Source: an optimization exercise on an open RTL-to-GDS flow (aim: small area, a short achievable clock period and few clock cycles per item). Production flows keep margins and buffers that such runs may drop. Function was not checked in any run shown here: the RTL went through the layout flow alone. No activity file was given, so power comes from the tool's default toggle rates.

==> flow/design.v (outline; a module is shown in full before it is edited, if it fits) <==
// module conv3x3_stream_engine: 1969 lines
// module csa_fa: 10 lines
module conv3x3_stream_engine #(
    parameter int BIT_DEPTH = 8,
    parameter int IMG_W     = 28,
    parameter int IMG_H     = 28,
    parameter int ACC_W     = 20,
    parameter int ADDR_W    = 10
) (
    input  logic                 clk,
    input  logic                 rst,
    input  logic                 kernel_wr_en,
    input  logic [3:0]           kernel_wr_addr,
    input  logic [BIT_DEPTH-1:0] kernel_wr_data,
    input  logic                 start,
    input  logic [1:0]           stride,
    input  logic                 relu_en,
    input  logic [4:0]           shift_amt,
    input  logic                 pix_valid,
    input  logic [BIT_DEPTH-1:0] pix_data,
    output logic                 pix_ready,
    output logic                 out_valid,
    output logic [BIT_DEPTH-1:0] out_data,
    output logic [ADDR_W-1:0]    out_addr,
    input  logic                 out_ready,
    output logic                 busy,
    output logic                 done
);
  // ...
==> flow/run.sh <==
#!/bin/bash
# synth_recipe.tcl (not shown) runs the flow's synth.tcl, then flattens the netlist and writes it again
# the make line also repeats each setting of config.mk as NAME=value (left out here)
make -C /OpenROAD-flow-scripts/flow DESIGN_CONFIG=/design/flow/config.mk WORK_HOME=/design/flow/orfs CLKGATE_MAP_FILE= SYNTH_SCRIPT=/design/flow/synth_recipe.tcl finish
==> flow/config.mk <==
export PLATFORM = sky130hd
export DESIGN_NAME = conv3x3_stream_engine
export DESIGN_NICKNAME = conv3x3_stream_engine
export VERILOG_FILES = /design/flow/design.v
export SDC_FILE = /design/flow/constraint.sdc
export NUM_CORES = 4
export LEC_CHECK = 0
export CAP_MARGIN = 50
export CORE_MARGIN = 2
export CORE_UTILIZATION = 40
export SLEW_MARGIN = 70
export SYNTH_HIERARCHICAL = 1
==> flow/constraint.sdc <==
create_clock -name core_clock -period 13.0 [get_ports {clk}]
set_input_delay 2.6000 -clock core_clock [delete_from_list [all_inputs] [get_ports {clk}]]
set_output_delay 2.6000 -clock core_clock [all_outputs]
set_load 0.01 [all_outputs]
==> notes.md, run 1 <==
# placed instances: 3,871
count of inserted antenna diode cells: 3
sequential cell power: 3.03 mW
Row Count: 113
FF-to-FF setup slack: 8.61 ns
dominant delay contributor by cell family on the critical path: buffers and inverters
Stages on worst setup path: 14
final core area utilization: 46.0%
source-to-sink clock delay at the later pin of the worst-skew pair: 0.63 ns
CTS hold repair buffers: 0
met3 wire len: 6.49 mm
Most Used Layer, Global Route: met2
Clk. pwr: 2.15 mW
Clock Tree Root: sky130_fd_sc_hd__clkbuf_16
clock transition at the register clock pins on the worst setup and hold paths after CTS: 0.07 ns
Final setup violation count: 0
RSZ-0062 raised after global routing: false
fraction of final layout cells sized beyond drive strength 1: 13.1%
met3 Resource Use GR: 2.98%
P&R area growth vs syn: 13.7%
HP Class: reg -> reg
crit path max-delay cell type: sky130_fd_sc_hd__clkdlybuf4s50_1
met2 Resource Use GR: 32.0%
CP Capture Type: flop
result of the run: complete, no violations
Die Wd: 314 um
fraction of the mapped netlist area in compound gates: 2.49%
share of synthesized cell area in full adder, half adder and majority cells: 29.4%
post-route standard cell area excluding fillers: 43,700 um2
worst hold-check slack: 0.358 ns
Starting Density: 40.4%
violation count after the first detailed-route iteration: 2,049
top cells by count, synth: 583 x sky130_fd_sc_hd__edfxtp_1, 548 x sky130_fd_sc_hd__nand2_1, 540 x sky130_fd_sc_hd__fa_1
net count of the finished layout: 3,327
sink count of the clock tree: 736
top-level port count: 56
Sequential Power Share: 30.3%
WL per Instance: 24.1 um
deepest clock path buffer count: 3
TAP cells: 1,265
sequential fraction of total cell area: 47.1%
average cell area after synthesis: 14.8 um2
top-area cell type share of the netlist area: 45.5%
wire length of the first global-routing pass: 146 mm
share of synthesized area spent on multiplexers: 2.10%
==> run 2, diff against run 1 <==
--- a/flow/design.v
+++ b/flow/design.v
@@ -1909,24 +1909,25 @@
     end
     logic [19:0] m7, m8;
     always_comb begin
         for (int i = 0; i < 20; i++) begin
             m7[i] = (i >= 7) && ({1'b0, shift_r} <= 6'(i - 7));
             m8[i] = (i >= 8) && ({1'b0, shift_r} <= 6'(i - 8));
         end
     end
-    logic        sgn, ovf_s, ovf_u;
-    logic [19:0] shv;
+    logic               sgn, ovf_s, ovf_u;
+    logic signed [19:0] sum_s, shv;
+    assign sum_s = sum;
     logic [7:0]  res;
     always_comb begin
         sgn   = sum[19];
         ovf_s = |((sum ^ {20{sgn}}) & m7);
         ovf_u = |(sum & m8);
-        shv   = $signed(sum) >>> shift_r;
+        shv   = sum_s >>> shift_r;
         if (relu_r) begin
             if (sgn)        res = 8'h00;
             else if (ovf_u) res = 8'hff;
             else            res = shv[7:0];
         end else begin
             if (ovf_s)      res = sgn ? 8'h80 : 8'h7f;
             else            res = shv[7:0];
         end
==> flow/flow/run.sh (new file) <==
#!/bin/bash
# Own layout flow: the standard synthesis and layout, with two changes to
# how the layout is made:
#  - ports are buffered with sky130_fd_sc_hd__buf_2 instead of the default
#    buffer the flow picks (a slow clock-delay cell);
#  - delay cells (clkdlybuf*, dlygate*, dlymetal*) are not used by the
#    resizer's slew/capacitance repair on signal nets.
# Each run of standard.sh writes its full output to a log file here.
set -euo pipefail
bash standard.sh synth > synth.log 2>&1
export BUFFER_PORTS_ARGS="-buffer_cell sky130_fd_sc_hd__buf_2"
export DONT_USE_CELLS="sky130_fd_sc_hd__clkdlybuf4s15_1 sky130_fd_sc_hd__clkdlybuf4s15_2 sky130_fd_sc_hd__clkdlybuf4s18_1 sky130_fd_sc_hd__clkdlybuf4s18_2 sky130_fd_sc_hd__clkdlybuf4s25_1 sky130_fd_sc_hd__clkdlybuf4s25_2 sky130_fd_sc_hd__clkdlybuf4s50_1 sky130_fd_sc_hd__clkdlybuf4s50_2 sky130_fd_sc_hd__dlygate4sd1_1 sky130_fd_sc_hd__dlygate4sd2_1 sky130_fd_sc_hd__dlygate4sd3_1 sky130_fd_sc_hd__dlymetal6s2s_1 sky130_fd_sc_hd__dlymetal6s4s_1 sky130_fd_sc_hd__dlymetal6s6s_1"
bash standard.sh > layout.log 2>&1
==> flow/standard.sh (new file) <==
#!/bin/bash
# synth_recipe.tcl (not shown) runs the flow's synth.tcl, then flattens the netlist and writes it again
# the make line also repeats each setting of config.mk as NAME=value (left out here)
make -C /OpenROAD-flow-scripts/flow DESIGN_CONFIG=/design/flow/config.mk WORK_HOME=/design/flow/orfs CLKGATE_MAP_FILE= SYNTH_SCRIPT=/design/flow/synth_recipe.tcl "${@:-finish}"
removed: flow/run.sh
==> notes.md, run 2 <==
result of the run: complete, no violations
flip-flop count of the largest register, all copies and words added: 464
area of the core region: 95,200 um2
Mapped Cells: 2,590
# placed instances: 3,917 (+1.2%)
CP most frequent cell: sky130_fd_sc_hd__fa_1
Power, Total: 10.1 mW
transition time at the pin with the least slew margin: 0.479 ns
WL per Instance: 25.3 um (+4.6%)
leakage power summed over all cells: 15.1 nW
synth unique cells: 65
fraction of final layout cells sized beyond drive strength 1: 16.7% (+3.6 points)
Starting Density: 40.4% (unchanged)
maximum ir drop on the vdd rail: 545 uV
fraction of the cycle the final worst path needs: 31.4%
via density per instance: 5.25
Max Slew Vio Count: 0
fill cell total of the finished layout: 8,301
routability-driven placement congestion ratio: 0.958
worst hold-check slack: 0.354 ns (-0.00476 ns)
leading cell types in the layout, fill and taps excluded: 583 x sky130_fd_sc_hd__edfxtp_1, 547 x sky130_fd_sc_hd__nand2_1, 540 x sky130_fd_sc_hd__fa_1, 172 x sky130_fd_sc_hd__buf_2, 153 x sky130_fd_sc_hd__and2_1
input/output buffers: 55
CTS hold repair buffers: 0 (unchanged)
register ranked first by flip-flop count: lbc
source-to-sink clock delay at the later pin of the worst-skew pair: 0.65 ns (+0.02 ns)
post-synthesis sequential area ratio: 53.5%
DRC violation count after routing: 0
Detail Placement HPWL: 82.4 mm
via count of the first global-routing pass: 23,000
Routed WL: 103 mm
category of the most critical setup path: reg -> reg
share of synthesized flip-flops with an asynchronous set or reset: 0%
P&R area growth vs syn: 13.9%
CP peak stage delay: 0.53 ns
Final setup violation count: 0 (unchanged)
Maximum Capacitance Violations: 0
dominant delay contributor by cell family on the critical path: adder cells
deepest clock path buffer count: 3 (unchanged)
HP Class: reg -> reg
Clock Tree Root: sky130_fd_sc_hd__clkbuf_16
count of endpoints failing hold in the final timing report: 0
total grt overflow: 0
Row Count: 113 (unchanged)
CP Capture Type: flop
average cell area after synthesis: 14.8 um2 (unchanged)
launching element type of the critical path: flop
setup total negative slack: 0 ns
maximum level of the CTS H-tree: 3
Via Count: 21,400
length of the first detailed-routing pass in iterations: 5
largest registers: lbc x464, rp x73, kr x72
CP Buf/Inv Count: 0
cells traversed along the worst timing path: fa_1 > fa_1 > fa_1 > fa_1 > ha_1 > a21o_1 > a21o_1 > a21o_1 > nor3_1 > a2111oi_2 > a311oi_1
number of enable flip-flop cells after synthesis: 583
# resized after CTS: 0
clock transition at the register clock pins on the worst setup and hold paths after CTS: 0.06 ns (about the same)
sink count of the clock tree: 736 (unchanged)
largest cells by area after synthesis: sky130_fd_sc_hd__edfxtp_1 46%, sky130_fd_sc_hd__fa_1 28%, sky130_fd_sc_hd__dfxtp_1 8.0%, sky130_fd_sc_hd__nand2_1 5.3%, sky130_fd_sc_hd__and2_1 2.5%
Die Ht: 314 um
count of state elements after synthesis: 736
count of non-filler cells in the finished layout: 4,082
headroom to the max-slew limit: 68.1%
Die Wd: 314 um (unchanged)
die area: 98,600 um2
top-area cell type share of the netlist area: 45.5% (unchanged)
most common library cell in the layout ignoring fill and taps: sky130_fd_sc_hd__edfxtp_1
maximum fanout along the worst path: 5
wire length of the first global-routing pass: 152 mm (+3.7%)
Fmax: 245 MHz
top-level port count: 56 (unchanged)
final antenna-violating net count: 0
Pwr Density: 229 nW/um2
DP Area: 41,000 um2
largest net degree at the start of global routing: 43
endpoint arrival time on the critical path: 4.57 ns
clock buffer count from CTS: 75
violation count after the first detailed-route iteration: 1,966 (-4.1%)
most repeated cell in the gate-level netlist after synthesis: sky130_fd_sc_hd__edfxtp_1
Mapped Area: 38,500 um2
setup fix buffers added after clock tree synthesis: 0
top cells by count, synth: 583 x sky130_fd_sc_hd__edfxtp_1, 548 x sky130_fd_sc_hd__nand2_1, 540 x sky130_fd_sc_hd__fa_1
overall fraction of global-route tracks in use: 21.2%
CTS tree: yes
crit path max-delay cell type: sky130_fd_sc_hd__fa_1
biggest area consumer among synthesized cells: sky130_fd_sc_hd__edfxtp_1
post-route worst setup slack: 8.91 ns
pre-CTS setup slack: 8.51 ns
minimum clock period after layout: 4.09 ns
number of antenna violations at the first check in global routing: 2
final core area utilization: 46.0% (+0.072 points)
endpoint required time on the critical path: 13.48 ns
skew final: 0.0333 ns
RSZ-0062 raised after global routing: false
Primary FF master, synth: sky130_fd_sc_hd__edfxtp_1
net count of the finished layout: 3,369 (+1.3%)
Post-Synthesis Net Count: 3,205
yosys warns: 8
post-route standard cell area excluding fillers: 43,800 um2 (+0.16%)
run 2: power by group:
part / internal, mW / total [mW] / switching [mW]
clock: 1.28 / 2.20 / 0.926
sequential: 2.86 / 3.02 / 0.161
combinational: 2.13 / 4.83 / 2.70
total: 6.26 / 10.1 / 3.79
run 2: worst register-to-register path, stage by stage (launching register included):
cell                        delay (ns)
sky130_fd_sc_hd__dfxtp_1          0.32
sky130_fd_sc_hd__fa_1             0.52
sky130_fd_sc_hd__fa_1             0.42
sky130_fd_sc_hd__fa_1             0.40
sky130_fd_sc_hd__fa_1             0.53
sky130_fd_sc_hd__ha_1             0.39
sky130_fd_sc_hd__a21o_1           0.23
sky130_fd_sc_hd__a21o_1           0.18
sky130_fd_sc_hd__a21o_1           0.18
sky130_fd_sc_hd__nor3_1           0.25
sky130_fd_sc_hd__a2111oi_2        0.12
sky130_fd_sc_hd__a311oi_1         0.41
run 2: kinds of logic (layout without fill, tap and decap cells):
kind of cell | count (synthesis) | after routing | synth area share, %
other | 0 | 2 | 0
buffers and inverters | 213 | 438 | 2.23
DFF | 736 | 736 | 53.5
and+or+nand+nor | 828 | 828 | 9.59
AOI/OAI and AO/OA | 144 | 144 | 2.49
muxes | 59 | 59 | 2.10
adders and majority gates | 581 | 581 | 29.4
xor gates and xnor gates | 29 | 29 | 0.660
run 2: path summary, 6_finish.rpt:
kind                                     start               to  slack, ns  depth (start not counted)
worst max register to register  rp[29]$_DFF_P_  sum[18]$_DFF_P_       8.91                         11
worst min register to register   rp[0]$_DFF_P_   sum[0]$_DFF_P_       0.35                          1
worst max-delay path            rp[29]$_DFF_P_  sum[18]$_DFF_P_       8.91                         11
worst min-delay path             rp[0]$_DFF_P_   sum[0]$_DFF_P_       0.35                          1
run 2: layout make-up:
| class | instances | area [um2] | share of cell area (%) |
|---|---|---|---|
| sequential | 736 | 20600 | 47.0 |
| multi-input combinational | 1641 | 17300 | 39.4 |
| clock buffer | 93 | 2050 | 4.68 |
| timing repair buffer | 244 | 1620 | 3.69 |
| tap | 1265 | 1580 | 3.61 |
| clock inverter | 45 | 494 | 1.13 |
| inverter | 56 | 210 | 0.480 |
| antenna | 2 | 5.00 | 0.0114 |
run 2: metal layers:
layer	GRT usage, %	up-vias	part of all wire, %
met5	0	-	0
met4	9.30	0	4.7
met3	4.06	225	7.0
met2	33.8	955	47
met1	28.6	11200	41
li1	-	9005	-
run 2: Yosys stat by module, one instance, submodules excluded:
module                 cells  cell area (um2)  flops+latches
conv3x3_stream_engine   2050            27600            736
csa_fa                     1             20.0              0
==> run 3, diff against run 2 <==
--- a/flow/flow/run.sh
+++ b/flow/flow/run.sh
@@ -6,3 +6,5 @@
 #  - delay cells (clkdlybuf*, dlygate*, dlymetal*) are not used by the
-#    resizer's slew/capacitance repair on signal nets.
+#    resizer's slew/capacitance repair on signal nets;
+#  - the resizer's setup repair aims for 9.3 ns of slack at the design's
+#    13 ns clock, so that it upsizes and buffers the longest paths.
 # Each run of standard.sh writes its full output to a log file here.
@@ -12,2 +14,3 @@
 export DONT_USE_CELLS="sky130_fd_sc_hd__clkdlybuf4s15_1 sky130_fd_sc_hd__clkdlybuf4s15_2 sky130_fd_sc_hd__clkdlybuf4s18_1 sky130_fd_sc_hd__clkdlybuf4s18_2 sky130_fd_sc_hd__clkdlybuf4s25_1 sky130_fd_sc_hd__clkdlybuf4s25_2 sky130_fd_sc_hd__clkdlybuf4s50_1 sky130_fd_sc_hd__clkdlybuf4s50_2 sky130_fd_sc_hd__dlygate4sd1_1 sky130_fd_sc_hd__dlygate4sd2_1 sky130_fd_sc_hd__dlygate4sd3_1 sky130_fd_sc_hd__dlymetal6s2s_1 sky130_fd_sc_hd__dlymetal6s4s_1 sky130_fd_sc_hd__dlymetal6s6s_1"
+export SETUP_SLACK_MARGIN=9.3
 bash standard.sh > layout.log 2>&1
==> notes.md, run 3 <==
worst-case reg-to-reg path depth: 8 (-3)
Maximum Capacitance Violations: 0 (unchanged)
die area: 98,600 um2 (unchanged)
most repeated cell in the gate-level netlist after synthesis: sky130_fd_sc_hd__edfxtp_1
fraction of final layout cells sized beyond drive strength 1: 30.6% (+14 points)
CP most frequent cell: sky130_fd_sc_hd__fa_2
average cell area after synthesis: 14.8 um2 (unchanged)
reg2reg end: rp[28]$_DFF_P_
count of non-filler cells in the finished layout: 4,242 (+3.9%)
maximum level of the CTS H-tree: 3 (unchanged)
Sequential Power Share: 27.5% (-2.5 points)
Primary FF master, synth: sky130_fd_sc_hd__edfxtp_1
Row Count: 113 (unchanged)
Die Ht: 314 um (unchanged)
violation count after the first detailed-route iteration: 2,124 (+8.0%)
Worst Min Path Start: rp[0]$_DFF_P_
routability-driven placement congestion ratio: 0.944 (-1.5%)
endpoint required time on the critical path: 13.50 ns (+0.02 ns)
switching power share of the total: 37.5% (-0.22 points)
category of the most critical setup path: reg -> reg
clock buffer count from CTS: 76 (+1.3%)
yosys warns: 8 (unchanged)
net count of the finished layout: 3,530 (+4.8%)
Mapped Cells: 2,590 (unchanged)
r2r startpoint: lbc[230]$_DFFE_PP_
headroom to the max-slew limit: 66.2% (-1.9 points)
share of synthesized flip-flops with an asynchronous set or reset: 0% (unchanged)
post-route standard cell area excluding fillers: 46,700 um2 (+6.6%)
via density per instance: 5.21 (-0.78%)
WL per Instance: 24.6 um (-2.8%)
DP Area: 40,800 um2 (-0.43%)
top-level port count: 56 (unchanged)
Pwr Density: 235 nW/um2 (+2.2%)
leading cell types in the layout, fill and taps excluded: 583 x sky130_fd_sc_hd__edfxtp_1, 516 x sky130_fd_sc_hd__nand2_1, 325 x sky130_fd_sc_hd__fa_1, 229 x sky130_fd_sc_hd__buf_4, 215 x sky130_fd_sc_hd__fa_2
number of antenna violations at the first check in global routing: 1 (-1)
maximum ir drop on the vdd rail: 555 uV (+1.8%)
endpoint arrival time on the critical path: 4.34 ns (-0.23 ns)
CP Buf/Inv Count: 1 (+1)
count of inserted antenna diode cells: 0 (-2)
top-area cell type share of the netlist area: 45.5% (unchanged)
FF-to-FF setup slack: 9.16 ns (+0.25 ns)
Final setup violation count: 0 (unchanged)
result of the run: complete, no violations
DRC violation count after routing: 0 (unchanged)
cells traversed along the worst timing path: buf_4 > nand2_1 > fa_2 > fa_2 > fa_2 > fa_2 > fa_2 > fa_1
setup total negative slack: 0 ns (unchanged)
Mapped Area: 38,500 um2 (unchanged)
length of the first detailed-routing pass in iterations: 6 (+1)
CTS tree: yes
Via Count: 22,100 (+3.1%)
end point of the worst hold path: sum[0]$_DFF_P_
via count of the first global-routing pass: 24,000 (+4.2%)
final core area utilization: 49.1% (+3.0 points)
number of enable flip-flop cells after synthesis: 583 (unchanged)
CP peak stage delay: 0.63 ns (+0.10 ns)
pre-CTS setup slack: 8.70 ns (+0.196 ns)
total grt overflow: 0 (unchanged)
clock transition at the register clock pins on the worst setup and hold paths after CTS: 0.06 ns (about the same)
P&R area growth vs syn: 21.4%
largest registers: lbc x464, rp x73, kr x72
Max Slew Vio Count: 0 (unchanged)
Power, Total: 11.0 mW (+8.9%)
deepest clock path buffer count: 3 (unchanged)
flip-flop count of the largest register, all copies and words added: 464 (unchanged)
biggest area consumer among synthesized cells: sky130_fd_sc_hd__edfxtp_1
transition time at the pin with the least slew margin: 0.507 ns (+0.0281 ns)
dominant delay contributor by cell family on the critical path: adder cells
worst hold-check slack: 0.356 ns (+0.00241 ns)
most common library cell in the layout ignoring fill and taps: sky130_fd_sc_hd__edfxtp_1
cell count of the worst hold path: 1 (unchanged)
part of the power in combinational logic: 53.0% (+4.9 points)
area of the core region: 95,200 um2 (unchanged)
skew final: 0.0546 ns (+0.0214 ns)
wire length of the first global-routing pass: 153 mm (+0.89%)
top cells by count, synth: 583 x sky130_fd_sc_hd__edfxtp_1, 548 x sky130_fd_sc_hd__nand2_1, 540 x sky130_fd_sc_hd__fa_1
count of endpoints failing hold in the final timing report: 0 (unchanged)
RSZ-0062 raised after global routing: true
Sw Pwr: 4.11 mW (+8.3%)
post-synthesis sequential area ratio: 53.5% (unchanged)
CTS hold repair buffers: 0 (unchanged)
final antenna-violating net count: 0 (unchanged)
crit path max-delay cell type: sky130_fd_sc_hd__edfxtp_1
post-route worst setup slack: 9.16 ns (+0.251 ns)
clock group share of total power: 19.5% (-2.4 points)
fill cell total of the finished layout: 7,974 (-3.9%)
largest cells by area after synthesis: sky130_fd_sc_hd__edfxtp_1 46%, sky130_fd_sc_hd__fa_1 28%, sky130_fd_sc_hd__dfxtp_1 8.0%, sky130_fd_sc_hd__nand2_1 5.3%, sky130_fd_sc_hd__and2_1 2.5%
maximum fanout along the worst path: 7 (+2)
minimum clock period after layout: 3.84 ns (-0.251 ns)
Routed WL: 104 mm (+0.99%)
HP Class: reg -> reg
Starting Density: 40.4% (unchanged)
fraction of the cycle the final worst path needs: 29.5% (-1.9 points)
largest net degree at the start of global routing: 54 (+26%)
total internal power: 6.85 mW (+9.3%)
CP Capture Type: flop
Clock Tree Root: sky130_fd_sc_hd__clkbuf_16
sink count of the clock tree: 736 (unchanged)
Detail Placement HPWL: 79.5 mm (-3.6%)
Die Wd: 314 um (unchanged)
Fmax: 261 MHz (+6.5%)
leakage power summed over all cells: 16.2 nW (+7.2%)
input/output buffers: 55 (unchanged)
synth unique cells: 65 (unchanged)
overall fraction of global-route tracks in use: 21.4% (+0.11 points)
# placed instances: 3,867 (-1.3%)
register ranked first by flip-flop count: lbc
source-to-sink clock delay at the later pin of the worst-skew pair: 0.66 ns (about the same)
launching element type of the critical path: flop
Post-Synthesis Net Count: 3,205 (unchanged)
count of state elements after synthesis: 736 (unchanged)
[run 3: changes by cell type in the layout (fill, tap and decap cells not counted), moves of 26 or more]
cell	previous run	this run
sky130_fd_sc_hd__nand2_2	2	30
sky130_fd_sc_hd__buf_6	0	68
sky130_fd_sc_hd__fa_2	0	215
sky130_fd_sc_hd__buf_4	39	229
sky130_fd_sc_hd__fa_1	540	325
sky130_fd_sc_hd__buf_2	172	53
sky130_fd_sc_hd__nand2_1	547	516
sky130_fd_sc_hd__buf_12	9	35
[run 3: layout make-up]
cell class	count	area (um2)	share of cell area, %
clock buffers	104	2110	4.52
inverters	56	210	0.450
multi-input cells	1641	18100	38.8
well taps	1265	1580	3.39
repair buffers	404	3700	7.93
flip-flops and latches	736	20600	44.2
clock inverters	36	349	0.747
[run 3: repair_timing]
action / in CTS / in global routing
resized for setup: 258 / 166
pin swaps: 44 / 89
gates cloned: 0 / 0
endpoints found under the hold margin: 0 / 0
setup endpoints to repair: 77 / 82
setup buffers: 182 / 49
[run 3: how the worst max path moves through the flow]
stage | start | endpoint | depth (start not counted)
CTS | out_data_r[5]$_DFFE_PN_ | out_data[5] | 1
detailed placement | out_ready | q[2][4]$_DFFE_PP_ | 6
finish | lbc[230]$_DFFE_PP_ | rp[28]$_DFF_P_ | 8
global placement | pix_valid | pix_ready_r$_SDFF_PN0_ | 10
floorplan | pix_valid | pix_ready_r$_SDFF_PN0_ | 11
global route | lbc[230]$_DFFE_PP_ | rp[28]$_DFF_P_ | 8
[run 3: logic make-up (layout without fill, tap and decap cells)]
family,Yosys count,after routing,synth area share [%]
fa+ha+maj,581,581,29.4
flops,736,736,53.5
simple gates,828,828,9.59
buf+inv,213,600,2.23
compound gates,144,144,2.49
xor+xnor,29,29,0.660
mux,59,59,2.10
[run 3: routing by layer]
layer / wire length (um) / part of all wire [%] / vias to the layer above / global-route usage (%)
met5: 0 / 0 / - / 0
met4: 5730 / 5.5 / 0 / 10.1
met3: 7560 / 7.3 / 251 / 4.55
met2: 49500 / 47 / 1000 / 34.2
met1: 41400 / 40 / 11500 / 27.9
li1: - / - / 9336 / -
[run 3: power by group through the flow]
stage               clock (mW)  sequential [mW]  combinational [mW]
floorplan                    0             3.01                3.23
global placement             0             3.10                4.63
detailed placement           0             3.08                4.82
CTS                       2.20             3.02                5.30
global route              2.28             3.04                6.33
finish                    2.14             3.01                5.80
[run 3: Yosys stat by module, one instance, submodules excluded]
module	cells	flops+latches	area [um2]	times used
conv3x3_stream_engine	2050	736	27600	1
csa_fa	1	0	20.0	540

[re-timing with driven ports]
The flow's constraints put no driver on any port. The routed layouts listed below were extracted and timed again, unchanged, in two steps. Step 1: set_driving_cell puts a clkbuf_16 on clk and a buf_2 on each other input, an assumption about the parent block. Step 2 adds t to the input delays and takes it off the output delays; t is the mean of the earliest and latest rising clock arrival at the registers after step 1. Input paths then give back, and output paths get back, about the clock's delay inside the block. a / b / c = ideal ports / drivers / drivers and shift; a / b = the first two.
run | t (ns) | setup slack, ns | slew at the worst register clock pin (ns) | worst data-port slew with drivers (ns) | pins driven straight from the clock port
run 1 | 0.682 | 8.605 / 8.605 / 8.113 | 0.07 / 0.07 | 0.05 | 1
run 2 | 0.698 | 8.912 / 8.912 / 8.491 | 0.07 / 0.07 | 0.04 | 1
run 3 | 0.699 | 9.163 / 9.163 / 8.693 | 0.07 / 0.07 | 0.05 | 1
After both steps every run listed still meets setup and hold. The setup slack of run 1, which loses most, moves by 0.000 ns with the drivers and by -0.492 ns with both steps.
